From an optimization exercise on the open Yosys and OpenROAD flow, aimed at small area and a short achievable clock period; shortcuts taken in it are not production practice. Power is estimated from default activity; no workload was simulated.

Setup of north:
// tdisto_accum
module tdisto_accum (
  input  logic        clk,
  input  logic        rst_n,
  input  logic        start,
  input  logic [15:0] tlambda,
  input  logic [31:0] sum_a,
  input  logic        done_a,
  input  logic [31:0] sum_b,
  input  logic        done_b,
  output logic        busy,
  output logic [31:0] disto,
  output logic        disto_valid,
  output logic        err
);
Settings: LEC_CHECK=0, CAP_MARGIN=20, CORE_MARGIN=2, CORE_UTILIZATION=60, SETUP_SLACK_MARGIN=3.0, SLEW_MARGIN=20; clock period 7.0 ns.
run.sh (not shown) runs the stock make flow with config.mk's settings and CLKGATE_MAP_FILE= SYNTH_SCRIPT=/design/flow/synth_recipe.tcl, a recipe that flattens the netlist after the stock synthesis.
### north -> west
diff --git a/flow/design.v b/flow/design.v
--- a/flow/design.v
+++ b/flow/design.v
@@ -31,30 +31,38 @@
   logic [2:0]  neg_q, two_q, one_q;
   logic [31:0] sa_q, sb_q;
   logic [30:0] acc_q;
   logic [32:0] r_q;
   logic [3:0]  l_q;
   logic in_acc, in_mul, in_out;
   assign in_acc = (state_q == S_ACC);
   assign in_mul = (state_q == S_MUL);
   assign in_out = (state_q == S_OUT);
   logic consume;
   assign consume = in_acc & pend_a_q & pend_b_q;
+  logic        cap_a, cap_b;
+  logic [31:0] sa_d, sb_d;
   logic [32:0] diff;
+  logic [27:0] dq;
+  logic        zq;
+  assign cap_a = done_a & (~pend_a_q | pend_b_q);
+  assign cap_b = done_b & (~pend_b_q | pend_a_q);
+  assign sa_d  = cap_a ? sum_a : sa_q;
+  assign sb_d  = cap_b ? sum_b : sb_q;
+  assign diff  = {sa_d[31], sa_d} - {sb_d[31], sb_d};
   logic        dneg;
   logic [27:0] mag_x;
   logic        mag_c;
-  assign diff  = {sa_q[31], sa_q} - {sb_q[31], sb_q};
-  assign dneg  = diff[32];
-  assign mag_x = diff[32:5] ^ {28{dneg}};
-  assign mag_c = dneg & ~|diff[4:0];
+  assign dneg  = dq[27];
+  assign mag_x = dq ^ {28{dneg}};
+  assign mag_c = dneg & zq;
   logic [31:0] acc_sum2;
   logic [30:0] acc_sum;
   assign acc_sum2 = {acc_q, mag_c} + {3'd0, mag_x, mag_c};
   assign acc_sum  = acc_sum2[31:1];
   logic [2:0] d0_s1, d1_s1, d2_s1, d0_s2, d1_s2, d2_s2, d0_s3, d1_s3, d2_s3;
   assign d0_s1 = booth({tlambda[1:0], 1'b0});
   assign d1_s1 = booth(tlambda[3:1]);
   assign d2_s1 = booth(tlambda[5:3]);
   assign d0_s2 = booth(tl_q[7:5]);
   assign d1_s2 = booth(tl_q[9:7]);
   assign d2_s2 = booth(tl_q[11:9]);
@@ -260,32 +268,32 @@
   assign fs61 = fc58 ^ fs60 ^ fc59;
   assign fc61 = (fc58 & fs60) | (fc58 & fc59) | (fs60 & fc59);
   assign fs62 = ~neg_q[1] ^ pp2[30] ^ fc60;
   assign fc62 = (~neg_q[1] & pp2[30]) | (~neg_q[1] & fc60) | (pp2[30] & fc60);
   assign fs63 = 1'b1 ^ pp2[31] ^ fc62;
   assign fc63 = (1'b1 & pp2[31]) | (1'b1 & fc62) | (pp2[31] & fc62);
   logic [38:0] row_s, row_c, x;
   assign row_s = {1'b1, 1'b1, ~neg_q[2], fs63, fc61, fs61, fc57, fc55, fc53, fc51, fc49, fc47, fc45, fc43, fc41, fc39, fc37, fc35, fc33, fc31, fc29, fc27, fc25, fc23, fc21, fc19, fc17, fc15, fc13, fc11, fc9, fc7, fc5, fc3, fs3, fc0, fs0, addend[1], addend[0]};
   assign row_c = {1'b0, 1'b0, fc63, 1'b0, fs62, 1'b0, fs59, fs57, fs55, fs53, fs51, fs49, fs47, fs45, fs43, fs41, fs39, fs37, fs35, fs33, fs31, fs29, fs27, fs25, fs23, fs21, fs19, fs17, fs15, fs13, fs11, fs9, fs7, fs5, 1'b0, fs1, 1'b0, pp0[1], pp0[0]};
   assign x = row_s + row_c;
   logic [10:0] hs, hc, hx;
-  logic        c28, hz0, hz1, sat;
+  logic        c28, nz0, nz1, sat;
   assign hs  = row_s[38:28];
   assign hc  = row_c[38:28];
   assign hx  = hs ^ hc;
   assign c28 = x[28] ^ row_s[28] ^ row_c[28];
-  assign hz0 = (hx == {hs[9:0] | hc[9:0], 1'b0});
-  assign hz1 = &hx;
-  assign sat = c28 ? ~hz1 : ~hz0;
+  assign nz0 = (hx != {hs[9:0] | hc[9:0], 1'b0});
+  assign nz1 = ~&hx;
+  assign sat = c28 ? nz1 : nz0;
   logic [31:0] disto_res;
-  assign disto_res = sat ? 32'hFFFF_FFFF : {x[27:0], l_q};
+  assign disto_res = {x[27:0], l_q} | {32{sat}};
   logic acc_done;
   assign acc_done = in_acc & vld_q & cnt_q[4];
   always_ff @(posedge clk) begin
     if (!rst_n) begin
       state_q       <= S_IDLE;
       pend_a_q      <= 1'b0;
       pend_b_q      <= 1'b0;
       vld_q         <= 1'b0;
       busy_q        <= 1'b0;
       disto_valid_q <= 1'b0;
       err_q         <= 1'b0;
@@ -325,24 +333,26 @@
       {neg_q[1], two_q[1], one_q[1]} <= d1_s1;
       {neg_q[2], two_q[2], one_q[2]} <= d2_s1;
     end else if (acc_done) begin
       {neg_q[0], two_q[0], one_q[0]} <= d0_s2;
       {neg_q[1], two_q[1], one_q[1]} <= d1_s2;
       {neg_q[2], two_q[2], one_q[2]} <= d2_s2;
     end else if (in_mul) begin
       {neg_q[0], two_q[0], one_q[0]} <= d0_s3;
       {neg_q[1], two_q[1], one_q[1]} <= d1_s3;
       {neg_q[2], two_q[2], one_q[2]} <= d2_s3;
     end
-    if (done_a & (~pend_a_q | pend_b_q)) sa_q <= sum_a;
-    if (done_b & (~pend_b_q | pend_a_q)) sb_q <= sum_b;
+    sa_q <= sa_d;
+    sb_q <= sb_d;
+    dq   <= diff[32:5];
+    zq   <= ~|diff[4:0];
     if (start) begin
       acc_q <= 31'd0;
       cnt_q <= 5'd0;
     end else if (consume & ~cnt_q[4]) begin
       acc_q <= acc_sum;
       cnt_q <= cnt_q + 5'd1;
     end
     r_q <= x[38:6];
     l_q <= x[5:2];
   end
   assign busy        = busy_q;
## What came out
Delta(utilization, west - north) < 0. Re count of TritonRoute iterations in the first routing pass: north and west aren't equal, and the higher value belongs to north. Relative to north, post-synthesis mux area share increased by 4.0 points in west. Taking north as the reference point, the number of global-route vias before repair of west falls by 323. west vs north: placement-stage cell area up in west. Die size: west exceeds north. The estimated power of west ends up higher than the estimate for north. Diff north and west: maximum fanout along the worst path higher in west. Hold slack came out lower on west than on north. For the fraction of power consumed by combinational cells, west came in 3.0 points lower than north did. Relative to north, number of gates resized after cts has decreased by about 32% in west. The count of non-CTS buffers in the layout in north is 1.18 times that in west. Against north as the reference, west delivers a lower routed wire length.
No run of this note included a check of the RTL's function; only the layout flow was run.

==> afterwards: timing with drivers on the ports <==
Ports are ideal in the flow. The routed layouts listed here were re-timed in OpenROAD.
Step 1 assumes that a clkbuf_16 drives the clock port and a buf_2 every other input.
Step 2, shift: input delay + t, output delay - t, t = (earliest + latest rising clock arrival at the registers) / 2. This alone moves slack from input paths to output paths.
a / b / c = ideal / step 1 / step 2; a / b = the first two.
| run | shift t [ns] | setup WS [ns] | hold WS [ns] | latest minus earliest clock arrival (ns) |
|---|---|---|---|---|
| north | 0.498 | 2.022 / 2.022 / 2.022 | 0.433 / 0.433 / 0.433 | 0.015 / 0.015 |
| west | 0.601 | 2.627 / 2.627 / 2.500 | 0.427 / 0.427 / 0.427 | 0.015 / 0.015 |
After both steps every run listed still meets setup and hold. For west, which loses most, drivers alone change the setup slack by 0.000 ns; drivers and shift together by -0.127 ns.
